This design comes from an exercise in tuning for small area and a short achievable clock period on the open sky130 flow, not from production work.
RTL that was checked went through simulation tests only; none was proved equivalent to the original.
No functional check of the RTL was part of runs 1 and 2.
No activity file was given, so power comes from the tool's default toggle rates.

`design.v`:
```
`default_nettype none
module exmem_stage_task3 #(
    parameter int XLEN = 64,
    parameter int RW   = 5
) (
    input  logic            clk,
    input  logic            reset,
    input  logic [XLEN-1:0] a,
    input  logic [XLEN-1:0] readdata1,
    input  logic [XLEN-1:0] readdata2,
    input  logic [XLEN-1:0] imm_data,
    input  logic [RW-1:0]   rs1,
    input  logic [RW-1:0]   rs2,
    input  logic [RW-1:0]   rd,
    input  logic [3:0]      funct4,
    input  logic            Branch,
    input  logic            Memread,
    input  logic            Memtoreg,
    input  logic            Memwrite,
    input  logic            Regwrite,
    input  logic            Alusrc,
    input  logic [1:0]      aluop,
    input  logic            hold,
    input  logic            flush,
    input  logic [RW-1:0]   memwb_rd,
    input  logic            memwb_regwrite,
    input  logic [XLEN-1:0] memwb_wdata,
    output logic [XLEN-1:0] branch_target,
    output logic [XLEN-1:0] alu_result,
    output logic [XLEN-1:0] write_data,
    output logic            zero,
    output logic [RW-1:0]   rd_out,
    output logic            Branch_o,
    output logic            Memread_o,
    output logic            Memtoreg_o,
    output logic            Memwrite_o,
    output logic            Regwrite_o,
    output logic            pc_src
);
    localparam int SHW = $clog2(XLEN);
    logic [XLEN-1:0] bt_q;
    logic [XLEN-1:0] alu_q;
    logic [XLEN-1:0] wd_q;
    logic            zero_q;
    logic [RW-1:0]   rd_q;
    logic            br_q, mr_q, mtr_q, mw_q, rw_q;
    logic            pcs_q;    
    logic ex_a, ex_b, wb_a, wb_b;
    logic [XLEN-1:0] fa, fb, ob;
    always_comb begin
        ex_a = rw_q && (rd_q != '0) && (rd_q == rs1);
        ex_b = rw_q && (rd_q != '0) && (rd_q == rs2);
        wb_a = memwb_regwrite && (memwb_rd != '0) && (memwb_rd == rs1);
        wb_b = memwb_regwrite && (memwb_rd != '0) && (memwb_rd == rs2);
        fa = ex_a ? alu_q : (wb_a ? memwb_wdata : readdata1);
        fb = ex_b ? alu_q : (wb_b ? memwb_wdata : readdata2);
        ob = Alusrc ? imm_data : fb;
    end
    logic op_sub, op_and, op_or, op_xor, op_sl, op_sr, op_sra, op_add;
    always_comb begin
        op_sub = 1'b0; op_and = 1'b0; op_or = 1'b0; op_xor = 1'b0;
        op_sl  = 1'b0; op_sr  = 1'b0; op_sra = 1'b0;
        if (aluop == 2'b01) op_sub = 1'b1;
        else if (aluop == 2'b10) begin
            case (funct4)
                4'b1000: op_sub = 1'b1;
                4'b0111: op_and = 1'b1;
                4'b0110: op_or  = 1'b1;
                4'b0100: op_xor = 1'b1;
                4'b0001: op_sl  = 1'b1;
                4'b0101: op_sr  = 1'b1;
                4'b1101: begin op_sr = 1'b1; op_sra = 1'b1; end
                default: ;
            endcase
        end
        op_add = !(op_and | op_or | op_xor | op_sl | op_sr);
    end
    logic [XLEN-1:0] obx, sum;
    logic [XLEN:0]   sum_ext;
    always_comb begin
        obx     = ob ^ {XLEN{op_sub}};
        sum_ext = {fa, 1'b1} + {obx, op_sub};
        sum     = sum_ext[XLEN:1];
    end
    logic [XLEN-1:0] sh_in, sh_out, sh_rev;
    logic [SHW-1:0]  shamt;
    logic            fill;
    always_comb begin
        shamt = ob[SHW-1:0];
        for (int i = 0; i < XLEN; i++) sh_in[i] = op_sl ? fa[XLEN-1-i] : fa[i];
        fill   = op_sra & fa[XLEN-1];
        sh_out = $unsigned($signed({fill, sh_in}) >>> shamt);
        for (int i = 0; i < XLEN; i++) sh_rev[i] = sh_out[XLEN-1-i];
    end
    logic [XLEN-1:0] res;
    always_comb begin
        res = ({XLEN{op_add}} & sum)
            | ({XLEN{op_and}} & (fa & ob))
            | ({XLEN{op_or }} & (fa | ob))
            | ({XLEN{op_xor}} & (fa ^ ob))
            | ({XLEN{op_sr }} & sh_out)
            | ({XLEN{op_sl }} & sh_rev);
    end
    logic eq, ult, slt, taken;
    always_comb begin
        eq  = (fa == fb);
        ult = (fa < fb);
        slt = ult ^ fa[XLEN-1] ^ fb[XLEN-1];
        case (funct4[2:0])
            3'b000:  taken = eq;
            3'b001:  taken = !eq;
            3'b100:  taken = slt;
            3'b101:  taken = !slt;
            3'b110:  taken = ult;
            3'b111:  taken = !ult;
            default: taken = 1'b0;
        endcase
    end
    logic load;
    assign load = flush | !hold;
    always_ff @(posedge clk or posedge reset) begin
        if (reset) begin
            bt_q   <= '0;
            alu_q  <= '0;
            wd_q   <= '0;
            zero_q <= 1'b0;
            rd_q   <= '0;
        end else if (load) begin
            bt_q   <= a + {imm_data[XLEN-2:0], 1'b0};
            alu_q  <= res;
            wd_q   <= fb;
            zero_q <= (res == '0);
            rd_q   <= rd;
        end
    end
    always_ff @(posedge clk or posedge reset) begin
        if (reset) begin
            br_q  <= 1'b0;
            mr_q  <= 1'b0;
            mtr_q <= 1'b0;
            mw_q  <= 1'b0;
            rw_q  <= 1'b0;
            pcs_q <= 1'b0;
        end else if (flush) begin
            br_q  <= 1'b0;
            mr_q  <= 1'b0;
            mtr_q <= 1'b0;
            mw_q  <= 1'b0;
            rw_q  <= 1'b0;
            pcs_q <= 1'b0;
        end else if (!hold) begin
            br_q  <= Branch;
            mr_q  <= Memread;
            mtr_q <= Memtoreg;
            mw_q  <= Memwrite;
            rw_q  <= Regwrite;
            pcs_q <= Branch & taken;
        end
    end
    assign branch_target = bt_q;
    assign alu_result    = alu_q;
    assign write_data    = wd_q;
    assign zero          = zero_q;
    assign rd_out        = rd_q;
    assign Branch_o      = br_q;
    assign Memread_o     = mr_q;
    assign Memtoreg_o    = mtr_q;
    assign Memwrite_o    = mw_q;
    assign Regwrite_o    = rw_q;
    assign pc_src        = pcs_q;
endmodule
`default_nettype wire
```
`run.sh`:
```
#!/bin/bash
# synth_recipe.tcl (not shown) runs the flow's synth.tcl, then flattens the netlist and writes it again
# the make line also repeats each setting of config.mk as NAME=value (left out here)
make -C /OpenROAD-flow-scripts/flow DESIGN_CONFIG=/design/flow/config.mk WORK_HOME=/design/flow/orfs CLKGATE_MAP_FILE= SYNTH_SCRIPT=/design/flow/synth_recipe.tcl finish
```
`config.mk`:
```
export PLATFORM = sky130hd
export DESIGN_NAME = exmem_stage_task3
export DESIGN_NICKNAME = exmem_stage_task3
export VERILOG_FILES = /design/flow/design.v
export SDC_FILE = /design/flow/constraint.sdc
export NUM_CORES = 4
export LEC_CHECK = 0
export CAP_MARGIN = 20
export CORE_MARGIN = 2
export CORE_UTILIZATION = 40
export SETUP_SLACK_MARGIN = 4
export SLEW_MARGIN = 20
```
`constraint.sdc`:
```
create_clock -name core_clock -period 10.0 [get_ports {clk}]
set_input_delay 2.0000 -clock core_clock [delete_from_list [all_inputs] [get_ports {clk}]]
set_output_delay 2.0000 -clock core_clock [all_outputs]
set_load 0.01 [all_outputs]
```
==> flow_metrics.py, run 1 <==
metrics = {
    "sta": {
        "shortest_clock_period_the_worst_path_allows_after_layout_ns": 7.81,
        "timing.slew.headroom_pct": 16.8,
        "finalSetupViolCount": 0,
        "clock-skew-final_ns": 0.0359,
        "timing_max_transition_violations_final": 0,
        "timing_hold_violations_final": 0,
        "tightestPinTransition_ns": 1.24,
        "timing.fmax_mhz": 128,
        "min_period_over_period_pct": 78.1,
        "finalSetupTns_ns": 0,
        "rsz0062_at_grt": "true",
    },
    "critical_path": {
        "worst_path_max_delay_cell": "sky130_fd_sc_hd__or4b_4",
        "worstPathRequired_ns": 10.54,
        "worstSetupStartpoint": "rs2[3]",
        "setup.worst_path.end_class": "flip-flop",
        "critical_path.reg2reg.startpoint": "rd_q[0]",
        "critPathMaxFanout": 6,
        "regToRegSetupSlack_ns": 2.89,
        "worstRegToRegCells": 24,
        "regToRegEndpoint": "zero_q",
        "start_kind": "primary input",
        "critPathMaxStageDelay_ns": 0.57,
        "crit_arrival_ns": 8.35,
        "worst-setup-path-type": "primary input to flip-flop",
    },
    "floorplan": {
        "io_pins": 561,
        "core_region_area_um2": 78600,
        "std_cell_rows": 103,
        "floorplan.initialDensity_pct": 40.2,
        "fp.dieH_um": 285,
        "die_area_um2": 81200,
        "fp.dieW_um": 285,
    },
    "clock_tree": {
        "cts.path.max_buffers": 3,
        "ctsHoldBuffers": 0,
        "tritoncts": "yes",
        "ctsHtreeMaxLevel": 1,
        "tritoncts_buffers": 29,
        "cts.sinks": 204,
        "clkLatencyLatePin_ns": 0.63,
        "cts.root.buffer_cell": "sky130_fd_sc_hd__clkbuf_16",
        "clk_transition_reported_paths_ns": 0.06,
    },
    "synth": {
        "syn-cell-area_um2": 31600,
        "synth_largest_area_cell": "sky130_fd_sc_hd__dfrtp_1",
        "synthesis.nets": 5028,
        "yosys.area_share.adder_pct": 13.0,
        "yosysWarnings": 1,
        "synth_simple_gate_area_share_pct": 20.2,
        "flip_flop_cell_with_the_highest_count_after_synthesis": "sky130_fd_sc_hd__dfrtp_1",
        "synth_edf_count": 0,
        "synthesis.instances": 4344,
        "async_reset_ff_share_pct": 100,
        "synth_compound_area_share_pct": 29.6,
        "synth_mux_area_share_pct": 8.65,
        "seq_area_frac_synth_pct": 16.2,
        "synth_top_family_by_area": "compound AO/OA/AOI/OAI gates",
        "netlist.area_leader.share_pct": 16.2,
        "synth.ff_latch_count": 204,
        "synth_cell_type_count": 90,
        "post_synth_xor_area_fraction_pct": 5.21,
        "syn-mean-instance-area_um2": 7.27,
        "synth_top_cells_by_area": "sky130_fd_sc_hd__dfrtp_1 16%, sky130_fd_sc_hd__ha_1 13%, sky130_fd_sc_hd__mux2i_1 7.6%",
    },
    "routing": {
        "drt_first_pass_iters": 7,
        "drt_drc_violations_left": 0,
        "number_of_routed_nets_with_antenna_violations": 0,
        "via_count": 44164,
        "initialDrtViolationCount": 7087,
        "wl_per_cell_um": 37.4,
        "drt-total-wl_um": 239000,
        "routed_via_density": 6.93,
    },
    "layout": {
        "postLayoutCellArea_um2": 48000,
        "area_growth_synth_to_finish_pct": 51.9,
        "most_frequent_standard_cell_in_the_layout_excluding_fill_and_tap_cells": "sky130_fd_sc_hd__clkdlybuf4s50_1",
        "layout_common_cells": "528 x sky130_fd_sc_hd__clkdlybuf4s50_1, 514 x sky130_fd_sc_hd__buf_4, 377 x sky130_fd_sc_hd__nand2_1",
        "fraction_of_layout_cells_with_a_size_suffix_above_1_pct": 25.1,
        "final_net_count": 5973,
    },
    "power": {
        "power_density_nw_per_um2": 149,
        "leak_nw": 20.6,
        "ir_drop_v": 0.000148,
    },
    "placed_design": {
        "numPortBuffers": 560,
        "globalplace.congestion": 1.12,
        "hpwl_um": 176000,
        "cell_area_after_placement_um2": 40000,
    },
    "worst_hold_path": {
        "worstHoldEndpoint": "bt_q[51]",
        "hold_crit_start": "bt_q[51]",
        "cells_on_worst_hold_path": 2,
        "worst_hold_class": "flip-flop to flip-flop",
    },
    "grt": {
        "gr-total-overflow": 0,
        "first_global_vias": 40414,
        "maximum_number_of_pins_on_one_net_before_global_route_repair": 138,
        "global_route.usage.total_pct": 54.6,
        "wire_length_of_the_first_global_routing_pass_um": 317000,
        "antenna_found_initial": 17,
    },
    "status": {
        "run_status": "finished clean",
    },
    "run": {
        "drv_cap": 0,
    },
}
[final cells by class]
cell class	instances	area, um2
Clock buffer	38	830
Inverter	274	1060
Antenna cell	16	40.0
Timing Repair Buffer	1200	11600
Multi-Input combinational cell	3580	27900
Clock inverter	15	124
Fill cell	6974	30600
Sequential cell	204	5100
Tap cell	1050	1310
[power by group]
group          leakage [nW]  switching, mW  internal (mW)
clock                 0.478          0.479          0.608
combinational          17.8           2.82           1.96
sequential             2.39          0.302           1.00
total                  20.6           3.60           3.57
[flip-flops by register name, indices dropped and copies added (netlist names)]
| signal | flops |
|---|---|
| pcs_q | 1 |
| br_q | 1 |
| mtr_q | 1 |
| alu_q | 64 |
| mr_q | 1 |
| rw_q | 1 |
| rd_q | 5 |
| zero_q | 1 |
| bt_q | 64 |
| mw_q | 1 |
| wd_q | 64 |
[repair_timing]
action	in CTS	in global routing
pin swaps	164	123
setup buffers	201	127
setup endpoints to repair	81	75
gates resized for setup	559	346
gates cloned	19	12
[routing by layer]
layer  wire length (um)  vias up  part of all wire [%]  track usage [%]
li1                   -    17815                     -                -
met1              83000    20844                    35             64.3
met5                344        -                  0.14             1.28
met3              35700     1347                    15             21.5
met2              91800     4140                    38             77.3
met4              27900       18                    12             46.7
[cells in the mapped netlist, drive strengths merged, types with 20 or more instances]
master and instances:
nor2 370, o211ai 65, xor2 108, buf 92, nor2b 31, ha 326, a21oi 342, o22ai 43
a221oi 28, o31a 27, nand3 116, nor3 127, xnor2 80, a211o 26, a31oi 53, or2 20
dfrtp 204, or3 65, mux2 20, o221ai 21, nand4 54, clkbuf 203, mux2i 239, a21boi 49
o31ai 49, o21a 25, nand2b 40, a211oi 73, a22oi 42, nand2 392, inv 273, a21o 79
o21ai 391, and3 68
[per-stage QoR]
stage               hold slack, ns  total power [mW]  setup slack [ns]  util (%)  instances
finish                       0.471              7.17              2.19      61.0       6377
detailed placement           0.457              4.94             0.427      50.9       5946
global route                 0.490              7.23              2.11      61.0       6370
floorplan                    0.507              2.91              2.23         -       4344
global placement             0.451              4.95             0.510      50.9       5946
CTS                          0.470              6.51              2.55      57.4       6219
[critical path: cells and delay by family]
kind	cells	cell delay (ns)
adder cells (fa/ha/maj)	1	0.27
AND/OR/NAND/NOR	11	2.39
multiplexers	2	0.41
AO/OA/AOI/OAI	9	1.57
buffers and inverters	8	1.19
XOR/XNOR	3	0.50
[kinds of logic (layout without fill, tap and decap cells)]
kind of cell	count (synthesis)	after routing
simple gates	1353	1354
other cells	0	16
compound gates	1439	1447
mux	264	264
xor+xnor	188	188
fa+ha+maj	327	327
flops	204	204
buf+inv	569	1527
[worst max path at each step]
stage,endpoint,slack (ns)
6_report,zero_q,2.19
5_1_grt,zero_q,2.11
4_1_cts,zero_q,2.55
3_5_place_dp,zero_q,0.43
3_3_place_gp,zero_q,0.51
2_1_floorplan,zero_q,2.23
==> run 2, diff against run 1 <==
--- a/config.mk
+++ b/config.mk
@@ -8,5 +8,5 @@
 export CAP_MARGIN = 20
 export CORE_MARGIN = 2
 export CORE_UTILIZATION = 40
-export SETUP_SLACK_MARGIN = 4
+export SETUP_SLACK_MARGIN = 0
 export SLEW_MARGIN = 20
==> run 2 against run 1 <==
  * Synthesized cell count unchanged
  * Clock skew decreased by 0.0079 ns
  * Combinational power decreased by about 20%
  * Count of clock-buffer cells in the layout increased by 3
  * Clock power decreased by 5%
==> flow_metrics.py, run 2 <==
metrics = {
    "layout": {
        "fraction_of_layout_cells_with_a_size_suffix_above_1_pct": 9.41,
        "layout_common_cells": "558 x sky130_fd_sc_hd__clkdlybuf4s50_1, 391 x sky130_fd_sc_hd__nand2_1, 368 x sky130_fd_sc_hd__o21ai_0",
        "most_frequent_standard_cell_in_the_layout_excluding_fill_and_tap_cells": "sky130_fd_sc_hd__clkdlybuf4s50_1",
        "final_core_util_pct": 51.8,
        "area_growth_synth_to_finish_pct": 29.0,
        "largest_registers": "alu_q (64), bt_q (64), wd_q (64)",
        "number_of_filler_cells_placed_in_the_layout": 7872,
        "area.sequential_um2": 5100,
        "final_net_count": 5617,
        "footprint_of_the_multi_input_gates_um2": 24400,
        "postLayoutCellArea_um2": 40700,
    },
    "grt": {
        "gr-total-overflow": 0,
        "first_global_vias": 37890,
        "global_route.usage.total_pct": 49.9,
        "wire_length_of_the_first_global_routing_pass_um": 291000,
        "maximum_number_of_pins_on_one_net_before_global_route_repair": 95,
        "antenna_found_initial": 27,
    },
    "synth": {
        "synth_edf_count": 0,
        "yosys.cell_count.top_type": "sky130_fd_sc_hd__nand2_1",
        "synthesis.nets": 5028,
        "syn-cell-area_um2": 31600,
        "flip_flop_cell_with_the_highest_count_after_synthesis": "sky130_fd_sc_hd__dfrtp_1",
        "netlist.area_leader.share_pct": 16.2,
        "syn-mean-instance-area_um2": 7.27,
        "seq_area_frac_synth_pct": 16.2,
        "async_reset_ff_share_pct": 100,
        "synthesis.instances": 4344,
        "yosysWarnings": 1,
        "yosys-top-cells-count": "391 x sky130_fd_sc_hd__nand2_1, 370 x sky130_fd_sc_hd__o21ai_0, 367 x sky130_fd_sc_hd__nor2_1, 341 x sky130_fd_sc_hd__a21oi_1, 326 x sky130_fd_sc_hd__ha_1",
        "synth.ff_latch_count": 204,
        "synth_largest_area_cell": "sky130_fd_sc_hd__dfrtp_1",
        "synth_top_cells_by_area": "sky130_fd_sc_hd__dfrtp_1 16%, sky130_fd_sc_hd__ha_1 13%, sky130_fd_sc_hd__mux2i_1 7.6%",
        "synth_cell_type_count": 90,
    },
    "status": {
        "run_status": "finished clean",
    },
    "clock_tree": {
        "cts.root.buffer_cell": "sky130_fd_sc_hd__clkbuf_16",
        "tritoncts": "yes",
        "cts_resized": 0,
        "cts.sinks": 204,
        "ctsHoldBuffers": 0,
        "clk_transition_reported_paths_ns": 0.06,
        "tritoncts_buffers": 28,
        "setup_bufs_post_cts": 0,
        "clkLatencyLatePin_ns": 0.61,
        "cts.path.max_buffers": 3,
        "ctsHtreeMaxLevel": 1,
    },
    "floorplan": {
        "die_area_um2": 81200,
        "io_pins": 561,
        "fp.dieH_um": 285,
        "core_region_area_um2": 78600,
        "fp.dieW_um": 285,
        "std_cell_rows": 103,
        "floorplan.initialDensity_pct": 40.2,
    },
    "power": {
        "p_seq_share_pct": 20.7,
        "p_int_mw": 3.06,
        "power_density_nw_per_um2": 150,
        "leak_nw": 17.8,
        "ir_drop_v": 0.000134,
        "p_comb_share_pct": 62.3,
        "total_power_mw": 6.13,
        "share_clk_of_total_power_pct": 17.0,
        "power.share.switching_pct": 50.0,
        "switching_power_mw": 3.06,
    },
    "routing": {
        "drt-total-wl_um": 211000,
        "via_count": 40533,
        "drt_drc_violations_left": 0,
        "number_of_routed_nets_with_antenna_violations": 0,
        "drt_first_pass_iters": 10,
        "wl_per_cell_um": 35.1,
        "initialDrtViolationCount": 6179,
        "routed_via_density": 6.73,
    },
    "critical_path": {
        "worst_path_max_delay_cell": "sky130_fd_sc_hd__nor4_1",
        "cell_occurring_most_often_along_the_worst_timing_path": "sky130_fd_sc_hd__nand2_1",
        "cp_num_buf_inv": 4,
        "critical-path-top-delay-family": "simple AND/OR/NAND/NOR gates",
        "critPathMaxFanout": 20,
        "crit_arrival_ns": 10.03,
        "worstPathRequired_ns": 10.53,
        "start_kind": "primary input",
        "worst-setup-path-type": "primary input to flip-flop",
        "setup.worst_path.end_class": "flip-flop",
        "critPathMaxStageDelay_ns": 1.03,
    },
    "placed_design": {
        "detailedPlace.worstSlack_ns": 0.421,
        "numPortBuffers": 560,
        "globalplace.congestion": 1.13,
        "cell_area_after_placement_um2": 39800,
        "hpwl_um": 172000,
    },
    "sta": {
        "clock-skew-final_ns": 0.0281,
        "finalSetupViolCount": 0,
        "shortest_clock_period_the_worst_path_allows_after_layout_ns": 9.50,
        "timing_hold_violations_final": 0,
        "timing.fmax_mhz": 105,
        "finalSetupTns_ns": 0,
        "post-route-worst-setup-slack_ns": 0.497,
        "rsz0062_at_grt": "false",
        "timing_max_transition_violations_final": 0,
        "min_period_over_period_pct": 95.0,
        "tightestPinTransition_ns": 1.34,
        "timing.slew.headroom_pct": 9.93,
    },
    "run": {
        "drv_cap": 0,
    },
    "worst_hold_path": {
        "worst_hold_class": "flip-flop to flip-flop",
    },
}
-- run 2: cell counts after synthesis --
No cell type changed its count.
-- run 2: area by class of cell --
| type | count | area share, % |
|---|---|---|
| multi-input combinational | 3571 | 59.9 |
| timing repair buffer | 854 | 19.5 |
| sequential | 204 | 12.5 |
| tap | 1050 | 3.22 |
| inverter | 274 | 2.55 |
| clock buffer | 41 | 2.01 |
| clock inverter | 9 | 0.206 |
| antenna | 19 | 0.117 |
-- run 2: layer usage --
| metal | share of wire (%) | global-route usage [%] | vias to the layer above |
|---|---|---|---|
| met2 | 40 | 71.4 | 3240 |
| met4 | 9.9 | 38.7 | 18 |
| li1 | - | - | 17068 |
| met3 | 13 | 18.7 | 914 |
| met5 | 0.056 | 0 | - |
| met1 | 37 | 60.1 | 19293 |
-- run 2: metrics by stage --
stage          hold WS, ns  std cells
3_3_place_gp         0.449       5953
6_report             0.478       6022
5_1_grt              0.489       6014
3_5_place_dp         0.462       5953
4_1_cts              0.477       6003
2_1_floorplan        0.507       4344
-- run 2: path summary, 6_finish.rpt --
check                            start       end  slack [ns]  depth (start not counted)
setup / recovery           memwb_rd[4]    zero_q        0.50                         29
hold reg to reg               wd_q[21]  wd_q[21]        0.48                          2
min in group asynchronous        reset  bt_q[12]        1.87                          2
max in group asynchronous        reset  alu_q[4]        6.51                          3
setup reg to reg               rd_q[4]    zero_q        2.03                         27
hold / removal                wd_q[21]  wd_q[21]        0.48                          2
-- run 2: logic make-up after synthesis --
kind of cell,count (synthesis),share of synthesized area (%)
AOI/OAI and AO/OA,1439,29.6
and+or+nand+nor,1353,20.2
buffers and inverters,569,7.17
adders and majority gates,327,13.0
muxes,264,8.65
DFF,204,16.2
xor gates and xnor gates,188,5.21
-- run 2: power groups by stage --
stage          Combinational, mW  Sequential (mW)  Clock, mW
2_1_floorplan               1.64             1.23          0
3_3_place_gp                3.63             1.26          0
3_5_place_dp                3.61             1.26          0
4_1_cts                     3.63             1.25       1.04
5_1_grt                     3.91             1.27       1.06
6_report                    3.82             1.27       1.04
-- run 2: worst reg2reg max path: cells and delay by family, from the launching register on --
kind / cells / cell delay, ns
simple gates: 12 / 3.33
buf+inv: 4 / 1.21
compound gates: 9 / 2.30
xor+xnor: 1 / 0.22
flops: 1 / 0.49
fa+ha+maj: 1 / 0.35
==> run 3, diff against run 2 <==
--- a/design.v
+++ b/design.v
@@ -41,7 +41,7 @@
     logic [XLEN-1:0] bt_q;
     logic [XLEN-1:0] alu_q;
     logic [XLEN-1:0] wd_q;
-    logic            zero_q;
+    logic            vld_q;    
     logic [RW-1:0]   rd_q;
     logic            br_q, mr_q, mtr_q, mw_q, rw_q;
     logic            pcs_q;    
@@ -75,31 +75,46 @@
         end
         op_add = !(op_and | op_or | op_xor | op_sl | op_sr);
     end
-    logic [XLEN-1:0] obx, sum;
-    logic [XLEN:0]   sum_ext;
-    always_comb begin
-        obx     = ob ^ {XLEN{op_sub}};
-        sum_ext = {fa, 1'b1} + {obx, op_sub};
-        sum     = sum_ext[XLEN:1];
-    end
-    logic [XLEN-1:0] sh_in, sh_out, sh_rev;
+    localparam int LG = $clog2(XLEN);
+    logic [XLEN-1:0] obx, p, g, sum;
+    logic [XLEN-1:0] pg_g [0:LG];
+    logic [XLEN-1:0] pg_p [0:LG];
+    always_comb begin
+        obx = ob ^ {XLEN{op_sub}};
+        p   = fa ^ obx;
+        g   = fa & obx;
+        pg_g[0]    = g;
+        pg_p[0]    = p;
+        pg_g[0][0] = g[0] | (p[0] & op_sub);    
+        for (int l = 0; l < LG; l++)
+            for (int i = 0; i < XLEN; i++)
+                if ((i >> l) & 1) begin
+                    pg_g[l+1][i] = pg_g[l][i] | (pg_p[l][i] & pg_g[l][((i >> l) << l) - 1]);
+                    pg_p[l+1][i] = pg_p[l][i] & pg_p[l][((i >> l) << l) - 1];
+                end else begin
+                    pg_g[l+1][i] = pg_g[l][i];
+                    pg_p[l+1][i] = pg_p[l][i];
+                end
+        sum = p ^ {pg_g[LG][XLEN-2:0], op_sub};
+    end
+    logic [XLEN-1:0] sh_in, sh_out;
     logic [SHW-1:0]  shamt;
     logic            fill;
     always_comb begin
         shamt = ob[SHW-1:0];
         for (int i = 0; i < XLEN; i++) sh_in[i] = op_sl ? fa[XLEN-1-i] : fa[i];
         fill   = op_sra & fa[XLEN-1];
-        sh_out = $unsigned($signed({fill, sh_in}) >>> shamt);
-        for (int i = 0; i < XLEN; i++) sh_rev[i] = sh_out[XLEN-1-i];
-    end
-    logic [XLEN-1:0] res;
-    always_comb begin
-        res = ({XLEN{op_add}} & sum)
-            | ({XLEN{op_and}} & (fa & ob))
-            | ({XLEN{op_or }} & (fa | ob))
-            | ({XLEN{op_xor}} & (fa ^ ob))
-            | ({XLEN{op_sr }} & sh_out)
-            | ({XLEN{op_sl }} & sh_rev);
+        sh_out = XLEN'($signed({fill, sh_in}) >>> shamt);
+    end
+    logic [XLEN-1:0] res, res_nadd;
+    always_comb begin
+        for (int i = 0; i < XLEN; i++)
+            res_nadd[i] = (op_and & g[i])
+                        | (op_or  & (p[i] | g[i]))
+                        | (op_xor & p[i])
+                        | (op_sr  & sh_out[i])
+                        | (op_sl  & sh_out[XLEN-1-i]);
+        res      = op_add ? sum : res_nadd;
     end
     logic eq, ult, slt, taken;
     always_comb begin
@@ -116,6 +131,40 @@
             default: taken = 1'b0;
         endcase
     end
+    localparam int BN = XLEN - 1;
+    localparam int BL = $clog2(BN);
+    logic [BN-1:0] bx, by, bp, bc;
+    logic [BN-1:0] bk_g [0:2*BL];
+    logic [BN-1:0] bk_p [0:2*BL];
+    logic [XLEN-1:0] bt_sum;
+    always_comb begin
+        bx = a[XLEN-1:1];
+        by = imm_data[XLEN-2:0];
+        bp = bx ^ by;
+        bk_g[0] = bx & by;
+        bk_p[0] = bp;
+        for (int l = 0; l < BL; l++)
+            for (int i = 0; i < BN; i++)
+                if (((i + 1) % (1 << (l + 1))) == 0) begin
+                    bk_g[l+1][i] = bk_g[l][i] | (bk_p[l][i] & bk_g[l][i - (1 << l)]);
+                    bk_p[l+1][i] = bk_p[l][i] & bk_p[l][i - (1 << l)];
+                end else begin
+                    bk_g[l+1][i] = bk_g[l][i];
+                    bk_p[l+1][i] = bk_p[l][i];
+                end
+        for (int k = 0; k < BL; k++)
+            for (int i = 0; i < BN; i++)
+                if ((BL - 2 - k >= 0) && (((i + 1) % (1 << (BL - 1 - k))) == (1 << (BL - 2 - k)))
+                        && (i >= (1 << (BL - 1 - k)))) begin
+                    bk_g[BL+k+1][i] = bk_g[BL+k][i] | (bk_p[BL+k][i] & bk_g[BL+k][i - (1 << (BL - 2 - k))]);
+                    bk_p[BL+k+1][i] = bk_p[BL+k][i] & bk_p[BL+k][i - (1 << (BL - 2 - k))];
+                end else begin
+                    bk_g[BL+k+1][i] = bk_g[BL+k][i];
+                    bk_p[BL+k+1][i] = bk_p[BL+k][i];
+                end
+        bc = {bk_g[2*BL][BN-2:0], 1'b0};
+        bt_sum = {bp ^ bc, a[0]};
+    end
     logic load;
     assign load = flush | !hold;
     always_ff @(posedge clk or posedge reset) begin
@@ -123,13 +172,13 @@
             bt_q   <= '0;
             alu_q  <= '0;
             wd_q   <= '0;
-            zero_q <= 1'b0;
+            vld_q  <= 1'b0;
             rd_q   <= '0;
         end else if (load) begin
-            bt_q   <= a + {imm_data[XLEN-2:0], 1'b0};
+            bt_q   <= bt_sum;
             alu_q  <= res;
             wd_q   <= fb;
-            zero_q <= (res == '0);
+            vld_q  <= 1'b1;
             rd_q   <= rd;
         end
     end
@@ -160,7 +209,7 @@
     assign branch_target = bt_q;
     assign alu_result    = alu_q;
     assign write_data    = wd_q;
-    assign zero          = zero_q;
+    assign zero          = vld_q & (alu_q == '0);
     assign rd_out        = rd_q;
     assign Branch_o      = br_q;
     assign Memread_o     = mr_q;
==> flow/run.sh (new file) <==
#!/bin/bash
set -euo pipefail
export BUFFER_PORTS_ARGS="-buffer_cell sky130_fd_sc_hd__buf_1"
bash standard.sh finish > standard_make.log 2>&1
==> standard.sh (new file) <==
#!/bin/bash
# synth_recipe.tcl (not shown) runs the flow's synth.tcl, then flattens the netlist and writes it again
# the make line also repeats each setting of config.mk as NAME=value (left out here)
make -C /OpenROAD-flow-scripts/flow DESIGN_CONFIG=/design/flow/config.mk WORK_HOME=/design/flow/orfs CLKGATE_MAP_FILE= SYNTH_SCRIPT=/design/flow/synth_recipe.tcl "${@:-finish}"
--- a/config.mk
+++ b/config.mk
@@ -5,8 +5,10 @@
 export SDC_FILE = /design/flow/constraint.sdc
 export NUM_CORES = 4
 export LEC_CHECK = 0
+export ABC_AREA = 1
 export CAP_MARGIN = 20
 export CORE_MARGIN = 2
-export CORE_UTILIZATION = 40
-export SETUP_SLACK_MARGIN = 0
+export CORE_UTILIZATION = 45
+export CTS_BUF_LIST = sky130_fd_sc_hd__clkbuf_8
+export SETUP_SLACK_MARGIN = 5
 export SLEW_MARGIN = 20
removed: run.sh
==> run 3 against run 2 <==
  * Still clean
  * Global-route usage down 1.3 points
  * Synthesized area down 12%
  * Total power down 20%
  * Fmax up 63%
  * Wire length down 22%
  * Setup slack better by 3.7 ns
  * First-iteration DRC count down 0.57%
  * Final cell count up 0.66%
  * Non-clock buffer count up 93
  * Clock power down 5%
  * Clock skew down 0.0073 ns
  * Critical path type unchanged
  * Highest routed layer unchanged
==> flow_metrics.py, run 3 <==
metrics = {
    "status": {
        "run_status": "finished clean",
    },
    "synth": {
        "synth_edf_count": 0,
        "synth_top_family_by_area": "simple AND/OR/NAND/NOR gates",
        "yosys.cell_count.top_type": "sky130_fd_sc_hd__nand2_1",
        "yosysWarnings": 5,
        "yosys.area_share.adder_pct": 14.0,
        "async_reset_ff_share_pct": 100,
        "seq_area_frac_synth_pct": 18.3,
        "synth_simple_gate_area_share_pct": 40.9,
        "synthesis.nets": 5139,
        "syn-mean-instance-area_um2": 6.20,
        "synth_largest_area_cell": "sky130_fd_sc_hd__nand3_1",
        "synth_top_cells_by_area": "sky130_fd_sc_hd__nand3_1 19%, sky130_fd_sc_hd__dfrtp_1 18%, sky130_fd_sc_hd__nand2_1 17%",
        "synthesis.instances": 4492,
        "synth_mux_area_share_pct": 0.251,
        "syn-cell-area_um2": 27900,
        "synth_cell_type_count": 56,
        "yosys-top-cells-count": "1232 x sky130_fd_sc_hd__nand2_1, 1063 x sky130_fd_sc_hd__nand3_1, 377 x sky130_fd_sc_hd__inv_1, 292 x sky130_fd_sc_hd__o21ai_0, 253 x sky130_fd_sc_hd__ha_1",
        "synth.ff_latch_count": 204,
        "netlist.area_leader.share_pct": 19.1,
        "flip_flop_cell_with_the_highest_count_after_synthesis": "sky130_fd_sc_hd__dfrtp_1",
        "synth_compound_area_share_pct": 12.4,
        "post_synth_xor_area_fraction_pct": 4.21,
    },
    "clock_tree": {
        "tritoncts": "yes",
        "ctsHoldBuffers": 0,
        "tritoncts_buffers": 43,
        "ctsHtreeMaxLevel": 2,
        "cts.path.max_buffers": 3,
        "cts.sinks": 204,
        "clk_transition_reported_paths_ns": 0.07,
        "clkLatencyLatePin_ns": 0.69,
        "cts.root.buffer_cell": "sky130_fd_sc_hd__clkbuf_8",
    },
    "critical_path": {
        "regToRegEndpoint": "alu_q[42]",
        "regToRegSetupSlack_ns": 4.53,
        "setup.worst_path.end_class": "flip-flop",
        "critical-path-top-delay-family": "compound AO/OA/AOI/OAI gates",
        "start_kind": "primary input",
        "critical_path.reg2reg.startpoint": "rd_q[2]",
        "worstPathRequired_ns": 10.57,
        "worst_path_max_delay_cell": "sky130_fd_sc_hd__a211oi_4",
        "critPathMaxFanout": 7,
        "cp_num_buf_inv": 11,
        "crit_arrival_ns": 6.39,
        "cell_occurring_most_often_along_the_worst_timing_path": "sky130_fd_sc_hd__buf_12",
        "critPathMaxStageDelay_ns": 0.39,
        "worst-setup-path-type": "primary input to flip-flop",
        "worstRegToRegCells": 30,
    },
    "layout": {
        "fraction_of_layout_cells_with_a_size_suffix_above_1_pct": 16.3,
        "postLayoutCellArea_um2": 37200,
        "number_of_filler_cells_placed_in_the_layout": 5963,
        "final_net_count": 5879,
        "largest_registers": "alu_q (64), bt_q (64), wd_q (64)",
        "final_core_util_pct": 60.5,
        "layout_common_cells": "1176 x sky130_fd_sc_hd__nand2_1, 1017 x sky130_fd_sc_hd__nand3_1, 543 x sky130_fd_sc_hd__buf_1",
        "area_growth_synth_to_finish_pct": 33.6,
        "area.sequential_um2": 5110,
        "footprint_of_the_multi_input_gates_um2": 22400,
        "most_frequent_standard_cell_in_the_layout_excluding_fill_and_tap_cells": "sky130_fd_sc_hd__nand2_1",
    },
    "sta": {
        "timing_hold_violations_final": 0,
        "timing_max_transition_violations_final": 0,
        "finalSetupViolCount": 0,
        "timing.fmax_mhz": 172,
        "clock-skew-final_ns": 0.0207,
        "shortest_clock_period_the_worst_path_allows_after_layout_ns": 5.82,
        "timing.slew.headroom_pct": 20.2,
        "rsz0062_at_grt": "true",
        "finalSetupTns_ns": 0,
        "min_period_over_period_pct": 58.2,
        "tightestPinTransition_ns": 1.19,
    },
    "routing": {
        "initialDrtViolationCount": 6144,
        "drt_first_pass_iters": 11,
        "routed_via_density": 6.26,
        "via_count": 37978,
        "wl_per_cell_um": 27.3,
        "drt-total-wl_um": 165000,
        "drt_drc_violations_left": 0,
        "number_of_routed_nets_with_antenna_violations": 0,
    },
    "floorplan": {
        "die_area_um2": 63900,
        "fp.dieW_um": 253,
        "fp.dieH_um": 253,
        "io_pins": 561,
        "floorplan.initialDensity_pct": 45.3,
        "core_region_area_um2": 61500,
        "std_cell_rows": 91,
    },
    "power": {
        "p_comb_share_pct": 54.1,
        "p_int_mw": 2.47,
        "power_density_nw_per_um2": 132,
        "power.share.switching_pct": 49.7,
        "leak_nw": 18.0,
        "p_seq_share_pct": 25.8,
        "switching_power_mw": 2.44,
        "share_clk_of_total_power_pct": 20.1,
        "ir_drop_v": 0.0000882,
    },
    "placed_design": {
        "globalplace.congestion": 1.02,
        "numPortBuffers": 560,
        "hpwl_um": 109000,
        "cell_area_after_placement_um2": 30500,
    },
    "worst_hold_path": {
        "worstHoldEndpoint": "vld_q",
        "worst_hold_class": "flip-flop to flip-flop",
        "cells_on_worst_hold_path": 1,
        "hold_crit_start": "vld_q",
    },
    "grt": {
        "maximum_number_of_pins_on_one_net_before_global_route_repair": 191,
        "global_route.usage.total_pct": 48.6,
        "antenna_found_initial": 16,
        "first_global_vias": 34713,
        "gr-total-overflow": 0,
        "wire_length_of_the_first_global_routing_pass_um": 229000,
    },
    "run": {
        "drv_cap": 0,
    },
}
## run 3: cell count changes after synthesis, sizes merged, moves of 80 or more
cell | previous run | this run
clkbuf | 203 | 123
nor2 | 370 | 163
nand2 | 392 | 1237
a21oi | 342 | 157
inv | 273 | 388
nand3 | 116 | 1065
nor3 | 127 | 20
mux2i | 239 | 7
## run 3: metrics by stage
stage | instances | power [mW] | hold slack, ns | setup slack, ns
final | 6062 | 4.91 | 0.471 | 4.18
after global routing | 6053 | 5.14 | 0.478 | 4.10
after CTS | 5956 | 4.59 | 0.469 | 4.49
after detailed placement | 5627 | 3.27 | 0.456 | 2.31
after global placement | 5627 | 3.27 | 0.453 | 2.43
after floorplan | 4492 | 2.50 | 0.440 | 4.20
## run 3: repair_timing
action                     4_1_cts  5_1_grt
setup endpoints to repair       93       90
pin swaps                       94      119
gates resized for setup        330      297
setup buffers                  234       82
cloned                          25        9
## run 3: metal layers
metal | GRT usage (%) | vias up | wire (um)
met4 | 38.5 | 6 | 16400
met2 | 71.6 | 2999 | 67800
li1 | - | 16679 | -
met3 | 17.1 | 815 | 23100
met5 | 0.232 | - | 126
met1 | 57.3 | 17479 | 57800
## run 3: cells by family (layout without fill, tap and decap cells)
kind of cell / Yosys count / count (layout)
AOI/OAI and AO/OA: 612 / 612
and+or+nand+nor: 2587 / 2600
buffers and inverters: 658 / 1410
muxes: 7 / 7
adders and majority gates: 290 / 290
DFF: 204 / 204
other: 0 / 15
xor gates and xnor gates: 134 / 134
## run 3: layout make-up
type | instances | share of cell area (%)
multi-input cells | 3643 | 60.1
well taps | 790 | 2.66
inverters | 391 | 4.10
clock buffers | 54 | 2.00
clock inverters | 16 | 0.296
diodes | 15 | 0.101
repair inverters | 2 | 0.124
repair buffers | 947 | 16.9
flip-flops and latches | 204 | 13.7
## run 3: worst max-delay path by stage
stage	start	end	slack, ns	depth (start not counted)
6_report	memwb_rd[2]	alu_q[42]	4.18	34
5_1_grt	memwb_rd[2]	alu_q[42]	4.10	34
4_1_cts	rs2[4]	alu_q[61]	4.49	29
3_5_place_dp	rs2[4]	alu_q[60]	2.31	30
3_3_place_gp	rs2[4]	alu_q[60]	2.43	30
2_1_floorplan	rs2[3]	alu_q[17]	4.20	27
## run 3: power by group through the flow
stage                     Sequential (mW)  Combinational [mW]  Clock, mW
after CTS                            1.24                2.37      0.980
after floorplan                      1.22                1.28          0
after global routing                 1.27                2.85       1.03
after detailed placement             1.24                2.03          0
final                                1.27                2.66      0.989
after global placement               1.24                2.02          0
==> run 4, diff against run 3 <==
--- a/config.mk
+++ b/config.mk
@@ -10,5 +10,5 @@
 export CORE_MARGIN = 2
 export CORE_UTILIZATION = 45
 export CTS_BUF_LIST = sky130_fd_sc_hd__clkbuf_8
-export SETUP_SLACK_MARGIN = 5
+export SETUP_SLACK_MARGIN = 4
 export SLEW_MARGIN = 20
==> run 4 against run 3 <==
  * Flip-flop and latch count unchanged
  * Register-to-register slack better by 0.38 ns
  * Critical endpoint is now alu_q[38]
  * Global-route usage shrank 3.6 points
  * Non-clock buffer count decreased by 277
  * Synthesized area unchanged
  * Sequential share of layout area up 2.0 points
==> flow_metrics.py, run 4 <==
metrics = {
    "layout": {
        "postLayoutCellArea_um2": 32500,
        "layoutNonFillerInstCount": 5773,
        "most_frequent_standard_cell_in_the_layout_excluding_fill_and_tap_cells": "sky130_fd_sc_hd__nand2_1",
        "final_net_count": 5592,
        "layout_common_cells": "1220 x sky130_fd_sc_hd__nand2_1, 1059 x sky130_fd_sc_hd__nand3_1, 557 x sky130_fd_sc_hd__buf_1",
        "fraction_of_layout_cells_with_a_size_suffix_above_1_pct": 6.73,
        "largest_registers": "alu_q (64), bt_q (64), wd_q (64)",
        "area_growth_synth_to_finish_pct": 16.8,
    },
    "synth": {
        "seq_area_frac_synth_pct": 18.3,
        "synth_edf_count": 0,
        "netlist.area_leader.share_pct": 19.1,
        "syn-cell-area_um2": 27900,
        "synthesis.instances": 4492,
        "synth.ff_latch_count": 204,
        "yosys-top-cells-count": "1232 x sky130_fd_sc_hd__nand2_1, 1063 x sky130_fd_sc_hd__nand3_1, 377 x sky130_fd_sc_hd__inv_1, 292 x sky130_fd_sc_hd__o21ai_0, 253 x sky130_fd_sc_hd__ha_1",
        "flip_flop_cell_with_the_highest_count_after_synthesis": "sky130_fd_sc_hd__dfrtp_1",
        "synth_largest_area_cell": "sky130_fd_sc_hd__nand3_1",
        "yosys.cell_count.top_type": "sky130_fd_sc_hd__nand2_1",
        "syn-mean-instance-area_um2": 6.20,
        "synthesis.nets": 5139,
        "yosysWarnings": 5,
        "async_reset_ff_share_pct": 100,
        "synth_cell_type_count": 56,
        "synth_top_cells_by_area": "sky130_fd_sc_hd__nand3_1 19%, sky130_fd_sc_hd__dfrtp_1 18%, sky130_fd_sc_hd__nand2_1 17%",
    },
    "sta": {
        "timing.slew.headroom_pct": 17.2,
        "shortest_clock_period_the_worst_path_allows_after_layout_ns": 5.89,
        "clock-skew-final_ns": 0.0464,
        "min_period_over_period_pct": 58.9,
        "finalSetupViolCount": 0,
        "timing_max_transition_violations_final": 0,
        "timing_hold_violations_final": 0,
        "finalSetupTns_ns": 0,
        "tightestPinTransition_ns": 1.23,
        "rsz0062_at_grt": "true",
        "timing.fmax_mhz": 170,
    },
    "critical_path": {
        "cp_num_buf_inv": 6,
        "worstSetupStartpoint": "funct4[0]",
        "start_kind": "primary input",
        "worst_path_max_delay_cell": "sky130_fd_sc_hd__inv_6",
        "regToRegSetupSlack_ns": 4.91,
        "cell_occurring_most_often_along_the_worst_timing_path": "sky130_fd_sc_hd__nand3_1",
        "critPathMaxFanout": 82,
        "crit_arrival_ns": 6.47,
        "critical_path.reg2reg.startpoint": "rd_q[1]",
        "worstRegToRegCells": 29,
        "regToRegEndpoint": "alu_q[33]",
        "critical-path-top-delay-family": "simple AND/OR/NAND/NOR gates",
        "cp_cell_sequence": "buf_1 > inv_1 > nor2_1 > inv_1 > nor2_1 > nand2_2 > buf_4 > inv_6 > buf_4 > nand3_1 > nand2_1 > nand2_1 > nand3_1 > nand3_1 > nand3_1 > nand3_1 > nand3_1 > nand3_1 > nand3_1 > nor2_1 > nor2_1",
        "setup.worst_path.end_class": "flip-flop",
        "critPathMaxStageDelay_ns": 0.62,
        "worst_setup_path_endpoint": "alu_q[38]",
        "cp_num_cells": 21,
        "worstPathRequired_ns": 10.58,
        "worst-setup-path-type": "primary input to flip-flop",
    },
    "run": {
        "drv_cap": 0,
    },
    "clock_tree": {
        "clk_transition_reported_paths_ns": 0.06,
        "cts.path.max_buffers": 3,
        "cts.root.buffer_cell": "sky130_fd_sc_hd__clkbuf_8",
        "tritoncts": "yes",
        "ctsHoldBuffers": 0,
        "cts.sinks": 204,
        "tritoncts_buffers": 44,
        "ctsHtreeMaxLevel": 2,
        "clkLatencyLatePin_ns": 0.68,
    },
    "power": {
        "leak_nw": 15.9,
        "power_density_nw_per_um2": 136,
        "ir_drop_v": 0.000107,
    },
    "floorplan": {
        "std_cell_rows": 91,
        "fp.dieW_um": 253,
        "floorplan.initialDensity_pct": 45.3,
        "core_region_area_um2": 61500,
        "die_area_um2": 63900,
        "fp.dieH_um": 253,
        "io_pins": 561,
    },
    "grt": {
        "first_global_vias": 32509,
        "wire_length_of_the_first_global_routing_pass_um": 213000,
        "global_route.usage.total_pct": 45.0,
        "antenna_found_initial": 10,
        "gr-total-overflow": 0,
        "maximum_number_of_pins_on_one_net_before_global_route_repair": 147,
    },
    "routing": {
        "wl_per_cell_um": 26.1,
        "via_count": 35161,
        "initialDrtViolationCount": 4869,
        "drt_drc_violations_left": 0,
        "routed_via_density": 6.09,
        "drt-total-wl_um": 150000,
        "drt_first_pass_iters": 10,
        "number_of_routed_nets_with_antenna_violations": 0,
    },
    "placed_design": {
        "cell_area_after_placement_um2": 30200,
        "numPortBuffers": 560,
        "place.detailed.instances": 5622,
        "hpwl_um": 112000,
        "globalplace.congestion": 1.06,
    },
    "worst_hold_path": {
        "worst_hold_class": "flip-flop to flip-flop",
    },
    "status": {
        "run_status": "finished clean",
    },
}
## run 4: cell counts after synthesis
Identical to the previous run, type by type.
## run 4: routing by layer
layer  part of all wire [%]  GRT usage, %  wire length (um)  vias up
met1                     37          54.4             55200    16344
met5                  0.046             0                69        -
met3                     11          10.1             16300      502
met2                     44          70.8             66200     2239
li1                       -             -                 -    16066
met4                    8.4          31.8             12600       10
## run 4: how the worst min path moves through the flow
stage | to | slack [ns] | cells after the start | startpoint
after detailed placement | vld_q | 0.45 | 1 | vld_q
after floorplan | vld_q | 0.44 | 1 | vld_q
after global placement | vld_q | 0.45 | 1 | vld_q
after CTS | vld_q | 0.47 | 1 | vld_q
after global routing | vld_q | 0.49 | 1 | vld_q
final | vld_q | 0.47 | 1 | vld_q
## run 4: kinds of logic (layout without fill, tap and decap cells)
kind of cell	Yosys count	count (layout)	share of synthesized area, %
muxes	7	7	0.251
AOI/OAI and AO/OA	612	612	12.4
adders and majority gates	290	290	14.0
DFF	204	204	18.3
other	0	6	0
buffers and inverters	658	1139	9.83
xor gates and xnor gates	134	134	4.21
and+or+nand+nor	2587	2591	40.9
## run 4: what timing repair did
item / in CTS / in global routing
endpoints found under the setup margin: 52 / 43
gates cloned: 7 / 6
pin swaps: 10 / 29
gates resized for setup: 71 / 124
buffers inserted: 19 / 35
## run 4: layout make-up
cell class              instances  area (um2)
clock inverters                25         126
fillers                      6683       28900
multi-input cells            3634       20700
well taps                     790         988
flip-flops and latches        204        5100
repair buffers                670        3360
diodes                          6        15.0
clock buffers                  53         729
inverters                     391        1510
## run 4: report_power, final
part	internal (mW)	total [mW]	switching [mW]
logic	0.707	2.23	1.52
registers	0.994	1.24	0.250
clock network	0.481	0.955	0.474
## run 4: stage by stage
step           power (mW)  setup slack (ns)  utilization, %  hold WS [ns]
2_1_floorplan        2.46              4.01               -         0.440
3_3_place_gp         3.27              2.09            49.1         0.451
3_5_place_dp         3.28              2.02            49.2         0.454
4_1_cts              4.28              3.99            51.6         0.468
5_1_grt              4.66              3.85            52.9         0.490
6_report             4.43              4.11            52.9         0.467
==> run 5, diff against run 4 <==
--- a/config.mk
+++ b/config.mk
@@ -12,3 +12,4 @@
 export CTS_BUF_LIST = sky130_fd_sc_hd__clkbuf_8
 export SETUP_SLACK_MARGIN = 4
 export SLEW_MARGIN = 20
+export TNS_END_PERCENT = 10
==> run 5 against run 4 <==
  * Final area is 3.0% higher
  * Global-route usage grew 0.78 points
  * Critical path depth up 10
  * Count of clock-buffer cells in the layout grew 3
  * Setup slack got worse by 0.036 ns
  * First-iteration DRC count decreased by 9.6%
  * Wire length rose by 2.5%
  * Largest power group unchanged
  * Highest routed layer is now met4
==> flow_metrics.py, run 5 <==
metrics = {
    "synth": {
        "netlist.area_leader.share_pct": 19.1,
        "post_synth_xor_area_fraction_pct": 4.21,
        "syn-mean-instance-area_um2": 6.20,
        "yosys.cell_count.top_type": "sky130_fd_sc_hd__nand2_1",
        "flip_flop_cell_with_the_highest_count_after_synthesis": "sky130_fd_sc_hd__dfrtp_1",
        "synth_edf_count": 0,
        "yosysWarnings": 5,
        "synth_top_cells_by_area": "sky130_fd_sc_hd__nand3_1 19%, sky130_fd_sc_hd__dfrtp_1 18%, sky130_fd_sc_hd__nand2_1 17%",
        "synth.ff_latch_count": 204,
        "synthesis.instances": 4492,
        "yosys.area_share.adder_pct": 14.0,
        "synth_cell_type_count": 56,
        "synthesis.nets": 5139,
        "async_reset_ff_share_pct": 100,
        "seq_area_frac_synth_pct": 18.3,
        "synth_simple_gate_area_share_pct": 40.9,
        "synth_compound_area_share_pct": 12.4,
        "yosys-top-cells-count": "1232 x sky130_fd_sc_hd__nand2_1, 1063 x sky130_fd_sc_hd__nand3_1, 377 x sky130_fd_sc_hd__inv_1, 292 x sky130_fd_sc_hd__o21ai_0, 253 x sky130_fd_sc_hd__ha_1",
        "synth_mux_area_share_pct": 0.251,
        "synth_largest_area_cell": "sky130_fd_sc_hd__nand3_1",
        "synth_top_family_by_area": "simple AND/OR/NAND/NOR gates",
        "syn-cell-area_um2": 27900,
    },
    "floorplan": {
        "die_area_um2": 63900,
        "floorplan.initialDensity_pct": 45.3,
        "fp.dieW_um": 253,
        "core_region_area_um2": 61500,
        "fp.dieH_um": 253,
        "io_pins": 561,
        "std_cell_rows": 91,
    },
    "power": {
        "total_power_mw": 4.62,
        "leak_nw": 16.3,
        "ir_drop_v": 0.0000919,
        "power_density_nw_per_um2": 138,
    },
    "sta": {
        "rsz0062_at_grt": "true",
        "clock-skew-final_ns": 0.0295,
        "timing.slew.headroom_pct": 23.5,
        "shortest_clock_period_the_worst_path_allows_after_layout_ns": 5.93,
        "timing_max_transition_violations_final": 0,
        "min_period_over_period_pct": 59.3,
        "timing.fmax_mhz": 169,
        "finalSetupTns_ns": 0,
        "tightestPinTransition_ns": 1.15,
        "finalSetupViolCount": 0,
        "timing_hold_violations_final": 0,
    },
    "clock_tree": {
        "tritoncts_buffers": 45,
        "cts.path.max_buffers": 3,
        "cts.sinks": 204,
        "clkLatencyLatePin_ns": 0.65,
        "ctsHoldBuffers": 0,
        "tritoncts": "yes",
        "ctsHtreeMaxLevel": 2,
        "clk_transition_reported_paths_ns": 0.07,
        "cts.root.buffer_cell": "sky130_fd_sc_hd__clkbuf_8",
    },
    "placed_design": {
        "globalplace.congestion": 1.04,
        "hpwl_um": 114000,
        "numPortBuffers": 560,
    },
    "worst_hold_path": {
        "cells_on_worst_hold_path": 2,
        "worst_hold_class": "flip-flop to flip-flop",
        "hold_crit_start": "bt_q[41]",
        "worstHoldEndpoint": "bt_q[41]",
    },
    "critical_path": {
        "critical_path.reg2reg.startpoint": "rd_q[0]",
        "start_kind": "primary input",
        "cell_occurring_most_often_along_the_worst_timing_path": "sky130_fd_sc_hd__nand2_1",
        "crit_arrival_ns": 6.46,
        "regToRegEndpoint": "pcs_q",
        "worst-setup-path-type": "primary input to flip-flop",
        "regToRegSetupSlack_ns": 4.73,
        "setup.worst_path.end_class": "flip-flop",
        "worstPathRequired_ns": 10.53,
        "worstRegToRegCells": 21,
        "critical-path-top-delay-family": "compound AO/OA/AOI/OAI gates",
        "cp_num_buf_inv": 8,
        "worst_path_max_delay_cell": "sky130_fd_sc_hd__ha_1",
        "critPathMaxFanout": 18,
        "critPathMaxStageDelay_ns": 0.38,
    },
    "routing": {
        "routed.top_layer": "met4",
        "wl_per_cell_um": 26.4,
        "initialDrtViolationCount": 4400,
        "route.layer.met1.wl_um": 55700,
        "drt-total-wl_um": 154000,
        "routed_via_density": 6.11,
        "drt_drc_violations_left": 0,
        "number_of_routed_nets_with_antenna_violations": 0,
        "drt_first_pass_iters": 7,
        "met2_wirelength_um": 65600,
        "via_count": 35716,
        "met3_length_um": 17900,
    },
    "grt": {
        "antenna_found_initial": 4,
        "wire_length_of_the_first_global_routing_pass_um": 216000,
        "gr-total-overflow": 0,
        "first_global_vias": 32505,
        "maximum_number_of_pins_on_one_net_before_global_route_repair": 141,
        "global_route.usage.total_pct": 45.8,
    },
    "layout": {
        "fraction_of_layout_cells_with_a_size_suffix_above_1_pct": 9.66,
        "final_net_count": 5669,
        "layout_common_cells": "1213 x sky130_fd_sc_hd__nand2_1, 1053 x sky130_fd_sc_hd__nand3_1, 551 x sky130_fd_sc_hd__buf_1",
        "largest_registers": "alu_q (64), bt_q (64), wd_q (64)",
        "most_frequent_standard_cell_in_the_layout_excluding_fill_and_tap_cells": "sky130_fd_sc_hd__nand2_1",
        "area_growth_synth_to_finish_pct": 20.3,
    },
    "status": {
        "run_status": "finished clean",
    },
    "run": {
        "drv_cap": 0,
    },
}
-- run 5: cell counts after synthesis --
Identical to the previous run, type by type.
-- run 5: through the flow --
step / cell area (um2) / instances / utilization, % / hold slack (ns) / setup WS (ns)
finish: 33500 / 5847 / 54.5 / 0.476 / 4.07
global route: 33500 / 5843 / 54.5 / 0.480 / 3.85
CTS: 31900 / 5749 / 51.8 / 0.474 / 3.93
detailed placement: 30300 / 5636 / 49.3 / 0.461 / 2.04
global placement: 30300 / 5636 / 49.3 / 0.459 / 2.17
floorplan: 27900 / 4492 / - / 0.440 / 3.88
-- run 5: timing repair --
item                                    4_1_cts  5_1_grt
endpoints found under the setup margin       53       52
pin swaps                                    13       69
gates resized for setup                      70      228
gates cloned                                  8        7
setup buffers                                29       85
-- run 5: area by class of cell --
cell class / count / area [um2]
fill: 6510 / 28000
clock buffer: 56 / 771
antenna: 6 / 15.0
multi-input combinational: 3638 / 21100
inverter: 391 / 1510
clock inverter: 20 / 154
tap: 790 / 988
timing repair inverter: 1 / 11.3
timing repair buffer: 741 / 3850
sequential: 204 / 5100
-- run 5: logic make-up after synthesis --
logic type / Yosys count
xor+xnor: 134
flops: 204
simple gates: 2587
buf+inv: 658
compound gates: 612
fa+ha+maj: 290
mux: 7
-- run 5: per-layer routing --
metal	track usage [%]	up-vias
li1	-	16263
met1	54.2	16473
met2	70.7	2359
met3	11.3	621
met4	36.6	0
met5	0	-
-- run 5: worst max path at each step --
stage | startpoint | slack [ns] | end | depth (start not counted)
2_1_floorplan | rs2[4] | 3.88 | alu_q[58] | 31
3_3_place_gp | memwb_rd[0] | 2.17 | alu_q[60] | 32
3_5_place_dp | memwb_rd[0] | 2.04 | alu_q[60] | 32
4_1_cts | memwb_rd[3] | 3.93 | alu_q[33] | 29
5_1_grt | rs2[0] | 3.85 | alu_q[46] | 35
6_report | rs2[1] | 4.07 | alu_q[40] | 31
-- run 5: power breakdown --
| group | switching [mW] | leakage [nW] | internal, mW |
|---|---|---|---|
| combinational | 1.55 | 13.4 | 0.757 |
| sequential | 0.263 | 2.42 | 0.993 |
| clock | 0.496 | 0.516 | 0.556 |
-- run 5: worst min-delay path, stage by stage, from the launching register on --
cell and delay [ns]:
sky130_fd_sc_hd__dfrtp_1 0.34, sky130_fd_sc_hd__nand2_1 0.05, sky130_fd_sc_hd__nand2_1 0.06
==> run 6, diff against run 5 <==
--- a/config.mk
+++ b/config.mk
@@ -10,6 +10,6 @@
 export CORE_MARGIN = 2
 export CORE_UTILIZATION = 45
 export CTS_BUF_LIST = sky130_fd_sc_hd__clkbuf_8
+export GPL_TIMING_DRIVEN = 0
 export SETUP_SLACK_MARGIN = 4
 export SLEW_MARGIN = 20
-export TNS_END_PERCENT = 10
==> run 6 against run 5 <==
  * Global-route usage increased by 13 points
  * Sequential share of layout area down 0.64 points
  * First-iteration DRC count up 80%
  * Register-to-register slack lost 0.18 ns
  * Final area rose by 4.4%
  * Combinational power increased by 14%
  * Synthesized area stayed put
  * Die area stayed put
  * Sequential power hardly changed
  * Wire length increased by 30%
  * Clock skew up 0.028 ns
  * Still clean on timing, DRC and antenna
  * Largest cell class unchanged
  * Highest routed layer is now met5
==> flow_metrics.py, run 6 <==
metrics = {
    "clock_tree": {
        "tritoncts": "yes",
        "clk_transition_reported_paths_ns": 0.06,
        "cts.path.max_buffers": 3,
        "cts.sinks": 204,
        "ctsHtreeMaxLevel": 2,
        "cts.root.buffer_cell": "sky130_fd_sc_hd__clkbuf_8",
        "ctsHoldBuffers": 0,
        "tritoncts_buffers": 41,
        "clkLatencyLatePin_ns": 0.70,
    },
    "layout": {
        "number_of_filler_cells_placed_in_the_layout": 6004,
        "most_frequent_standard_cell_in_the_layout_excluding_fill_and_tap_cells": "sky130_fd_sc_hd__nand2_1",
        "footprint_of_the_multi_input_gates_um2": 21300,
        "final_net_count": 5890,
        "largest_registers": "alu_q (64), bt_q (64), wd_q (64)",
        "layout_common_cells": "1204 x sky130_fd_sc_hd__nand2_1, 1043 x sky130_fd_sc_hd__nand3_1, 565 x sky130_fd_sc_hd__buf_1",
        "area.sequential_um2": 5100,
        "fraction_of_layout_cells_with_a_size_suffix_above_1_pct": 12.2,
        "area_growth_synth_to_finish_pct": 25.6,
    },
    "synth": {
        "async_reset_ff_share_pct": 100,
        "synth_cell_type_count": 56,
        "synthesis.instances": 4492,
        "synth_edf_count": 0,
        "synthesis.nets": 5139,
        "netlist.area_leader.share_pct": 19.1,
        "yosysWarnings": 5,
        "yosys.cell_count.top_type": "sky130_fd_sc_hd__nand2_1",
        "yosys-top-cells-count": "1232 x sky130_fd_sc_hd__nand2_1, 1063 x sky130_fd_sc_hd__nand3_1, 377 x sky130_fd_sc_hd__inv_1, 292 x sky130_fd_sc_hd__o21ai_0, 253 x sky130_fd_sc_hd__ha_1",
        "flip_flop_cell_with_the_highest_count_after_synthesis": "sky130_fd_sc_hd__dfrtp_1",
        "seq_area_frac_synth_pct": 18.3,
        "synth.ff_latch_count": 204,
        "synth_largest_area_cell": "sky130_fd_sc_hd__nand3_1",
        "syn-mean-instance-area_um2": 6.20,
        "synth_top_cells_by_area": "sky130_fd_sc_hd__nand3_1 19%, sky130_fd_sc_hd__dfrtp_1 18%, sky130_fd_sc_hd__nand2_1 17%",
        "syn-cell-area_um2": 27900,
    },
    "floorplan": {
        "fp.dieH_um": 253,
        "io_pins": 561,
        "std_cell_rows": 91,
        "die_area_um2": 63900,
        "core_region_area_um2": 61500,
        "fp.dieW_um": 253,
        "floorplan.initialDensity_pct": 45.3,
    },
    "grt": {
        "antenna_found_initial": 28,
        "gr-total-overflow": 0,
        "first_global_vias": 37095,
        "wire_length_of_the_first_global_routing_pass_um": 266000,
        "maximum_number_of_pins_on_one_net_before_global_route_repair": 35,
        "global_route.usage.total_pct": 59.0,
    },
    "routing": {
        "number_of_routed_nets_with_antenna_violations": 0,
        "drt_drc_violations_left": 0,
        "routed_via_density": 6.78,
        "wl_per_cell_um": 32.8,
        "via_count": 41345,
        "drt_first_pass_iters": 12,
        "initialDrtViolationCount": 7919,
        "drt-total-wl_um": 200000,
    },
    "status": {
        "run_status": "finished clean",
    },
    "critical_path": {
        "worstPathRequired_ns": 10.59,
        "crit_arrival_ns": 6.91,
        "start_kind": "primary input",
        "critPathMaxFanout": 13,
        "setup.worst_path.end_class": "flip-flop",
        "worst-setup-path-type": "primary input to flip-flop",
    },
    "placed_design": {
        "globalplace.congestion": 1.11,
        "numPortBuffers": 559,
        "hpwl_um": 153000,
    },
    "sta": {
        "shortest_clock_period_the_worst_path_allows_after_layout_ns": 6.32,
        "min_period_over_period_pct": 63.2,
        "rsz0062_at_grt": "true",
        "whs_ns": 0.480,
        "finalSetupTns_ns": 0,
        "clock-skew-final_ns": 0.0572,
        "timing.slew.headroom_pct": 4.38,
        "finalSetupViolCount": 0,
        "timing_max_transition_violations_final": 0,
        "timing_hold_violations_final": 0,
        "tightestPinTransition_ns": 1.43,
        "timing.fmax_mhz": 158,
    },
    "power": {
        "leak_nw": 17.1,
        "power_density_nw_per_um2": 141,
        "ir_drop_v": 0.000125,
    },
    "run": {
        "drv_cap": 0,
    },
    "worst_hold_path": {
        "worst_hold_class": "flip-flop to flip-flop",
    },
}
[run 6: cell counts after synthesis]
Identical to the previous run, type by type.
[run 6: worst paths after layout]
kind	end	start	slack, ns	cells past startpoint
worst min register to register	bt_q[29]	bt_q[29]	0.48	2
max in group asynchronous	wd_q[44]	reset	7.53	6
worst min-delay path	bt_q[29]	bt_q[29]	0.48	2
worst max register to register	alu_q[60]	rd_q[4]	4.55	28
worst max-delay path	pcs_q	memwb_rd[3]	3.68	24
min in group asynchronous	bt_q[13]	reset	1.27	2
[run 6: cells by family (layout without fill, tap and decap cells)]
group | after synthesis | count (layout) | share of synthesized area [%]
xor gates and xnor gates | 134 | 134 | 4.21
adders and majority gates | 290 | 290 | 14.0
muxes | 7 | 7 | 0.251
DFF | 204 | 204 | 18.3
AOI/OAI and AO/OA | 612 | 612 | 12.4
and+or+nand+nor | 2587 | 2587 | 40.9
other | 0 | 37 | 0
buffers and inverters | 658 | 1436 | 9.83
[run 6: final cells by class]
| class | instances | share of cell area (%) |
|---|---|---|
| Antenna cell | 37 | 0.265 |
| Buffer | 267 | 4.80 |
| Clock buffer | 50 | 1.97 |
| Clock inverter | 20 | 0.472 |
| Inverter | 391 | 4.25 |
| Multi-Input combinational cell | 3630 | 60.8 |
| Sequential cell | 204 | 14.6 |
| Tap cell | 790 | 2.83 |
| Timing Repair Buffer | 708 | 10.0 |
[run 6: per-layer routing]
| layer | up-vias | global-route usage, % | wire [um] |
|---|---|---|---|
| met2 | 4308 | 80.2 | 74900 |
| met4 | 10 | 48.7 | 22200 |
| li1 | 16724 | - | - |
| met3 | 1308 | 28.8 | 33500 |
| met1 | 18995 | 69.2 | 69000 |
| met5 | - | 0.386 | 177 |
[run 6: what timing repair did]
item | CTS | global route
setup endpoints to repair | 57 | 55
gates resized for setup | 222 | 311
pin swaps | 19 | 71
setup buffers | 57 | 78
cloned | 0 | 5
[run 6: power by group]
| group | internal, mW | leakage [nW] | switching [mW] |
|---|---|---|---|
| sequential | 0.992 | 2.42 | 0.301 |
| clock | 0.508 | 0.470 | 0.494 |
| combinational | 0.826 | 14.2 | 1.80 |
| total | 2.33 | 17.1 | 2.60 |
[run 6: stage by stage]
stage	utilization (%)	setup slack (ns)	std cells	power, mW	cell area (um2)
2_1_floorplan	-	4.01	4492	2.46	27900
3_3_place_gp	50.4	1.54	5841	3.39	31000
4_1_cts	53.8	3.97	5977	4.50	33100
3_5_place_dp	50.7	1.51	5850	3.43	31100
5_1_grt	56.8	3.78	6069	5.03	34900
6_report	56.9	3.68	6097	4.92	35000
[run 6: critical path, cell delays in order]
cell and delay [ns]:
sky130_fd_sc_hd__clkbuf_2 0.14, sky130_fd_sc_hd__inv_1 0.08, sky130_fd_sc_hd__nand2_1 0.06, sky130_fd_sc_hd__nand2_1 0.08, sky130_fd_sc_hd__nand3_1 0.11, sky130_fd_sc_hd__nor2_1 0.25, sky130_fd_sc_hd__buf_4 0.37, sky130_fd_sc_hd__buf_6 0.30
sky130_fd_sc_hd__nand3_1 0.13, sky130_fd_sc_hd__nand3_1 0.13, sky130_fd_sc_hd__and2_1 0.35, sky130_fd_sc_hd__ha_1 0.32, sky130_fd_sc_hd__a21oi_1 0.18, sky130_fd_sc_hd__o21a_1 0.13, sky130_fd_sc_hd__nor2_1 0.13, sky130_fd_sc_hd__o21ai_1 0.46
sky130_fd_sc_hd__nand3_1 0.32, sky130_fd_sc_hd__a211oi_2 0.53, sky130_fd_sc_hd__o21ai_2 0.24, sky130_fd_sc_hd__xor2_1 0.21, sky130_fd_sc_hd__nand3_1 0.10, sky130_fd_sc_hd__o2111ai_1 0.12, sky130_fd_sc_hd__nand2_1 0.09, sky130_fd_sc_hd__nand2_1 0.04

-- re-timing with driven ports --
The flow's constraints put no driver on any port. The routed layouts listed below were extracted and timed again, unchanged, in two steps. Step 1, drivers: a clkbuf_16 drives clk and a buf_2 each remaining input, both assumed. Step 2 adds t to the input delays and takes it off the output delays; t is the mean of the earliest and latest rising clock arrival at the registers after step 1. Input paths then give back, and output paths get back, about the clock's delay inside the block. Three values: ideal ports, drivers, drivers and shift; two values: the first two.
run	t (ns)	setup slack, ns	worst hold slack (ns)	worst setup path at the end	slew at the worst register clock pin (ns)
run 1	0.692	2.189 / 2.224 / 1.532	0.471 / 0.471 / 0.471	input to register	0.08 / 0.08
run 2	0.667	0.497 / 0.546 / -0.120	0.478 / 0.478 / 0.478	input to register	0.07 / 0.07
run 3	0.742	4.182 / 4.193 / 3.450	0.471 / 0.471 / 0.471	input to register	0.07 / 0.07
run 4	0.722	4.111 / 4.141 / 3.418	0.467 / 0.467 / 0.467	input to register	0.07 / 0.07
run 5	0.702	4.074 / 4.109 / 3.407	0.476 / 0.476 / 0.476	input to register	0.07 / 0.07
run 6	0.742	3.675 / 3.720 / 2.978	0.480 / 0.480 / 0.480	input to register	0.08 / 0.08
With both steps, setup timing fails in run 2, where it was met with ideal ports. For run 3, which loses most, drivers alone change the setup slack by +0.011 ns; drivers and shift together by -0.732 ns.
